What follows belongs to an exercise in optimizing a design on an open flow for small area; a production flow would make more cautious choices.
Function was checked by simulation only, so behaviour that the tests miss may differ from the original.
Power and IR drop assume default switching activity.

==> flow/design.v (excerpt) <==
module pixel_frame_loader #(
  parameter int NUM_PIXELS = 208,
  parameter int PIX_W      = 8,
  parameter int ERR_W      = 8
) (
  input  logic                        clk,
  input  logic                        rst,
  input  logic [PIX_W-1:0]            pix_data,
  input  logic                        pix_valid,
  input  logic                        pix_sof,
  output logic                        pix_ready,
  output logic                        nn_start,
  input  logic                        nn_done,
  output logic [NUM_PIXELS*PIX_W-1:0] frame_pixels,
  output logic                        busy,
  output logic                        sync_err,
  output logic [ERR_W-1:0]            err_count
);
==> module pixel_frame_loader, before the edit <==
module pixel_frame_loader #(
  parameter int NUM_PIXELS = 208,
  parameter int PIX_W      = 8,
  parameter int ERR_W      = 8
) (
  input  logic                        clk,
  input  logic                        rst,
  input  logic [PIX_W-1:0]            pix_data,
  input  logic                        pix_valid,
  input  logic                        pix_sof,
  output logic                        pix_ready,
  output logic                        nn_start,
  input  logic                        nn_done,
  output logic [NUM_PIXELS*PIX_W-1:0] frame_pixels,
  output logic                        busy,
  output logic                        sync_err,
  output logic [ERR_W-1:0]            err_count
);
  localparam int IDX_W = $clog2(NUM_PIXELS);
  localparam logic [IDX_W-1:0] LAST = IDX_W'(NUM_PIXELS - 1);
  typedef enum logic [1:0] {
    L_IDLE,
    L_RUN,
    L_DRAIN
  } l_state_t;
  l_state_t         state, state_nxt;
  logic             show_full;    
  logic             fill_full;    
  logic [IDX_W-1:0] wr_idx;
  logic             xfer, we, fill, err, rel, copy;
  logic [NUM_PIXELS*PIX_W-1:0] fill_q;
  logic [NUM_PIXELS*PIX_W-1:0] show_q;
  assign pix_ready = rst & ~(show_full & fill_full);
  assign xfer      = pix_valid & pix_ready;
  assign err       = xfer & (pix_sof ? (wr_idx != '0) : (wr_idx == '0));
  assign we        = xfer & (pix_sof | (wr_idx != '0));
  assign fill      = xfer & ~pix_sof & (wr_idx == LAST);
  assign copy      = fill_full & ~show_full;
  assign nn_start  = (state == L_RUN);
  assign busy      = (state != L_IDLE);
  always_comb begin
    state_nxt = state;
    rel       = 1'b0;
    unique case (state)
      L_IDLE:
        if ((show_full | fill_full) && !nn_done)
          state_nxt = L_RUN;
      L_RUN:
        if (nn_done)
          state_nxt = L_DRAIN;
      L_DRAIN:
        if (!nn_done) begin
          state_nxt = L_IDLE;
          rel       = 1'b1;
        end
      default:
        state_nxt = L_IDLE;
    endcase
  end
  always_ff @(posedge clk) begin
    if (!rst) begin
      state     <= L_IDLE;
      show_full <= 1'b0;
      fill_full <= 1'b0;
    end else begin
      state <= state_nxt;
      if (copy)
        show_full <= 1'b1;
      else if (rel)
        show_full <= 1'b0;
      if (fill)
        fill_full <= 1'b1;
      else if (copy)
        fill_full <= 1'b0;
    end
  end
  always_ff @(posedge clk) begin
    if (!rst) begin
      wr_idx    <= '0;
      sync_err  <= 1'b0;
      err_count <= '0;
    end else begin
      sync_err <= err;
      if (err && (err_count != '1))
        err_count <= err_count + 1'b1;
      if (xfer) begin
        if (pix_sof)
          wr_idx <= IDX_W'(1);
        else if (fill)
          wr_idx <= '0;
        else if (wr_idx != '0)
          wr_idx <= wr_idx + 1'b1;
      end
    end
  end
  always_ff @(posedge clk) begin
    if (we)
      fill_q <= {pix_data, fill_q[NUM_PIXELS*PIX_W-1:PIX_W]};
  end
  always_ff @(posedge clk) begin
    if (copy)
      show_q <= fill_q;
  end
  assign frame_pixels = show_q;
endmodule
export LEC_CHECK = 0
export CAP_MARGIN = 20
export CORE_MARGIN = 2
export CORE_UTILIZATION = 40
export CTS_BUF_LIST = sky130_fd_sc_hd__clkbuf_8
export CTS_CLUSTER_DIAMETER = 60
export CTS_CLUSTER_SIZE = 18
export SLEW_MARGIN = 20
create_clock -name core_clock -period 10.0 [get_ports {clk}]
standard.sh (not shown) runs the stock make flow with config.mk's settings and CLKGATE_MAP_FILE= SYNTH_SCRIPT=/design/flow/synth_recipe.tcl, a recipe that flattens the netlist after the stock synthesis.
==> flow/flow/run.sh <==
#!/bin/bash
set -euo pipefail
export BUFFER_PORTS_ARGS="-buffer_cell sky130_fd_sc_hd__buf_1"
bash standard.sh "BUFFER_PORTS_ARGS=-buffer_cell sky130_fd_sc_hd__buf_1" finish > standard_flow.log 2>&1
==> next run, changes <==
--- a/flow/design.v
+++ b/flow/design.v
@@ -91,15 +91,12 @@
         else if (wr_idx != '0)
           wr_idx <= wr_idx + 1'b1;
       end
     end
   end
+  localparam int NB = NUM_PIXELS * PIX_W;
   always_ff @(posedge clk) begin
-    if (we)
-      fill_q <= {pix_data, fill_q[NUM_PIXELS*PIX_W-1:PIX_W]};
-  end
-  always_ff @(posedge clk) begin
-    if (copy)
-      show_q <= fill_q;
+    fill_q <= ({NB{we}} & {pix_data, fill_q[NB-1:PIX_W]}) | ({NB{~we}} & fill_q);
+    show_q <= ({NB{copy}} & fill_q) | ({NB{show_full}} & show_q);
   end
   assign frame_pixels = show_q;
 endmodule
The new run finished clean; utilization decreases by 0.40 points; non-clock buffer count increases by 6; global-route usage increases by 4.8 points; via count increases by a quarter to a third; die area decreases slightly; critical path depth stays the same; first-iteration DRC count increases by a quarter to a third; sequential power decreases by a few percent.

## separate check: timing with driven ports
Ports are ideal in the flow. The routed layouts listed here were re-timed in OpenROAD. Step 1 sets driving cells, clkbuf_16 on the clock port and buf_2 on the other inputs (assumed; they add their load-dependent delay and slew). Step 2, shift: input delay + t, output delay - t, t = (earliest + latest rising clock arrival at the registers) / 2. This alone moves slack from input paths to output paths. Slacks: ideal ports / drivers / drivers and shift; pairs: ideal ports / drivers.
run | t (ns) | slack for setup (ns) | hold slack, ns | worst setup path after step 2 | worst data-port slew with drivers (ns)
the first run | 1.050 | 4.689 / 4.589 / 4.380 | 0.392 / 0.392 / 0.392 | input to register | 0.17
the second run | 1.108 | 4.241 / 4.057 / 4.057 | 0.394 / 0.394 / 0.394 | input to output | 0.19
After both steps every run listed still meets setup and hold. For the first run, which loses most, drivers alone change the setup slack by -0.100 ns; drivers and shift together by -0.309 ns.
